Context: an optimization exercise on an open-source flow, tuned for small area and a short achievable clock period. The choices shown serve that exercise and are no tape-out recipe. In this exercise RTL edits were held to simulation tests only and were not proved equivalent to the original.

## main
==> flow/design.v <==
module inst_mem_loadable #(
    parameter int    ADDR_W      = 8,
    parameter int    FETCH_BYTES = 4,
    parameter bit    BOOT_LOAD   = 1'b0,
    parameter        INIT_FILE   = ""
) (
    input  logic                     clk,
    input  logic                     rst,
    input  logic                     fetch_req,
    input  logic [ADDR_W-1:0]        fetch_addr,
    output logic                     fetch_ready,
    output logic                     fetch_valid,
    output logic [8*FETCH_BYTES-1:0] fetch_data,
    output logic [1:0]               fetch_err,
    input  logic                     prog_start,
    input  logic                     prog_we,
    input  logic [ADDR_W-1:0]        prog_addr,
    input  logic [7:0]               prog_wdata,
    input  logic                     prog_done,
    output logic [ADDR_W:0]          prog_cnt,
    output logic                     prog_err
);
    logic        load_q;
    logic        fetch_valid_q;
    logic [31:0] fetch_data_q;
    logic [1:0]  fetch_err_q;
    logic [8:0]  prog_cnt_q;
    logic        prog_err_q;
    logic [7:0]  mem_q [256];
    logic [255:0] bwe_s;
    logic [63:0]  rsel_s;
    logic        mis_s;
    logic        wr_s;
    logic [31:0] rd_s;
    assign mis_s = |fetch_addr[1:0];
    assign wr_s  = load_q & prog_we;
    always_comb begin
        rd_s = '0;
        for (int w = 0; w < 64; w++) begin
            rsel_s[w] = (fetch_addr == 8'(4 * w));
            rd_s = rd_s | ({32{rsel_s[w]}} & {mem_q[4*w+3], mem_q[4*w+2], mem_q[4*w+1], mem_q[4*w]});
        end
    end
    always_ff @(posedge clk or posedge rst) begin
        if (rst) begin
            load_q        <= BOOT_LOAD;
            fetch_valid_q <= 1'b0;
            prog_cnt_q    <= '0;
            prog_err_q    <= 1'b0;
        end else begin
            load_q        <= load_q ? !prog_done : (prog_start && !prog_done);
            fetch_valid_q <= fetch_req && !load_q;
            prog_err_q    <= prog_we && !load_q;
            if (!load_q && prog_start && !prog_done)
                prog_cnt_q <= '0;
            else if (wr_s && !prog_cnt_q[8])
                prog_cnt_q <= prog_cnt_q + 9'd1;
        end
    end
    always_ff @(posedge clk) begin
        fetch_err_q  <= {mis_s & (&fetch_addr[7:2]), mis_s};
        fetch_data_q <= rd_s | {27'd0, mis_s, 2'd0, mis_s, mis_s};
    end
    logic        load2_q;
    always_ff @(posedge clk or posedge rst) begin
        if (rst) load2_q <= BOOT_LOAD;
        else     load2_q <= (load2_q & !prog_done) | (!load2_q & prog_start & !prog_done);
    end
    logic [255:0] bhold_s;
    always_comb begin
        for (int b = 0; b < 256; b++) begin
            bwe_s[b]   = wr_s && (prog_addr == 8'(b));
            bhold_s[b] = !(load2_q && prog_we && (prog_addr == 8'(b)));
        end
    end
    always_ff @(posedge clk) begin
        for (int b = 0; b < 256; b++)
            mem_q[b] <= (mem_q[b] & {8{bhold_s[b]}}) | (prog_wdata & {8{bwe_s[b]}});
    end
    assign fetch_ready = !load_q;
    assign fetch_valid = fetch_valid_q;
    assign fetch_data  = fetch_data_q;
    assign fetch_err   = fetch_err_q;
    assign prog_cnt    = prog_cnt_q;
    assign prog_err    = prog_err_q;
endmodule
Settings: LEC_CHECK=0, CAP_MARGIN=20, CORE_MARGIN=2, CORE_UTILIZATION=40, SLEW_MARGIN=20; clock period 8.0 ns.
standard.sh (not shown) runs the stock make flow with config.mk's settings and CLKGATE_MAP_FILE= SYNTH_SCRIPT=/design/flow/synth_recipe.tcl, a recipe that flattens the netlist after the stock synthesis.
==> flow/flow/run.sh <==
#!/bin/bash
# Own layout flow: the standard synthesis and the standard ORFS steps, with
# port buffers of a plain buffer cell, sizing not tied to cell footprints,
# setup repair aimed well below the clock period and somewhat larger
# clock-sink clusters.
set -euo pipefail
KNOBS=(
  "BUFFER_PORTS_ARGS=-buffer_cell sky130_fd_sc_hd__buf_4"
  "MATCH_CELL_FOOTPRINT=0"
  "SETUP_SLACK_MARGIN=5"
  "CTS_CLUSTER_SIZE=20"
  "CTS_CLUSTER_DIAMETER=50"
)
bash standard.sh synth > synth.log 2>&1
bash standard.sh "${KNOBS[@]}" finish > layout.log 2>&1
main finished every stage and its layout cleared the timing, DRC and antenna checks.
Relative to main, the following input files were edited for the feature branch:
--- a/flow/design.v
+++ b/flow/design.v
@@ -61,21 +61,12 @@
         fetch_err_q  <= {mis_s & (&fetch_addr[7:2]), mis_s};
         fetch_data_q <= rd_s | {27'd0, mis_s, 2'd0, mis_s, mis_s};
     end
-    logic        load2_q;
-    always_ff @(posedge clk or posedge rst) begin
-        if (rst) load2_q <= BOOT_LOAD;
-        else     load2_q <= (load2_q & !prog_done) | (!load2_q & prog_start & !prog_done);
-    end
-    logic [255:0] bhold_s;
     always_comb begin
-        for (int b = 0; b < 256; b++) begin
-            bwe_s[b]   = wr_s && (prog_addr == 8'(b));
-            bhold_s[b] = !(load2_q && prog_we && (prog_addr == 8'(b)));
-        end
+        for (int b = 0; b < 256; b++) bwe_s[b] = wr_s && (prog_addr == 8'(b));
     end
     always_ff @(posedge clk) begin
         for (int b = 0; b < 256; b++)
-            mem_q[b] <= (mem_q[b] & {8{bhold_s[b]}}) | (prog_wdata & {8{bwe_s[b]}});
+            mem_q[b] <= (mem_q[b] & {8{!bwe_s[b]}}) | (prog_wdata & {8{bwe_s[b]}});
     end
     assign fetch_ready = !load_q;
     assign fetch_valid = fetch_valid_q;
Results
The feature branch completed every stage of the flow, and the final layout passed the timing, DRC and antenna checks.
main has higher worst setup slack than the feature branch.
The clock tree buffer count of the final layout in the feature branch was lower than what main gave.
In terms of worst hold margin, main and the feature branch differ only marginally.
| met2 demand-to-capacity share in global routing | lower: the feature branch |
The feature branch ends up with higher largest incremental delay on the critical path than main does.
Between the feature branch and main, the layout buffer count excluding clock buffers is lower for main.
[the feature branch] wire length of the first global-routing pass fell 150000 um relative to main

==> separate check: timing with driven ports <==
The results above use ideal ports. As a check the final layouts listed here were re-extracted and re-timed, cells and wires unchanged.
Step 1 sets driving cells, clkbuf_16 on the clock port and buf_2 on the other inputs (assumed; they add their load-dependent delay and slew).
Step 2 moves the port delays by t, midway between the first and last clock arrival at a register: inputs arrive t later, outputs are due t later. That takes back most of the time a late clock gives input paths.
Slacks: no drivers / after step 1 / after step 2; pairs: no drivers / after step 1.
| run | t, ns | setup slack, ns | slew at the worst register clock pin (ns) | cell pins on the clock port's net |
|---|---|---|---|---|
| main | 0.974 | 4.541 / 4.405 / 3.432 | 0.09 / 0.09 | 1 |
| the feature branch | 0.947 | 4.440 / 4.124 / 3.177 | 0.09 / 0.09 | 1 |
After both steps every run listed still meets setup and hold. The setup slack of the feature branch, which loses most, moves by -0.316 ns with the drivers and by -1.263 ns with both steps.
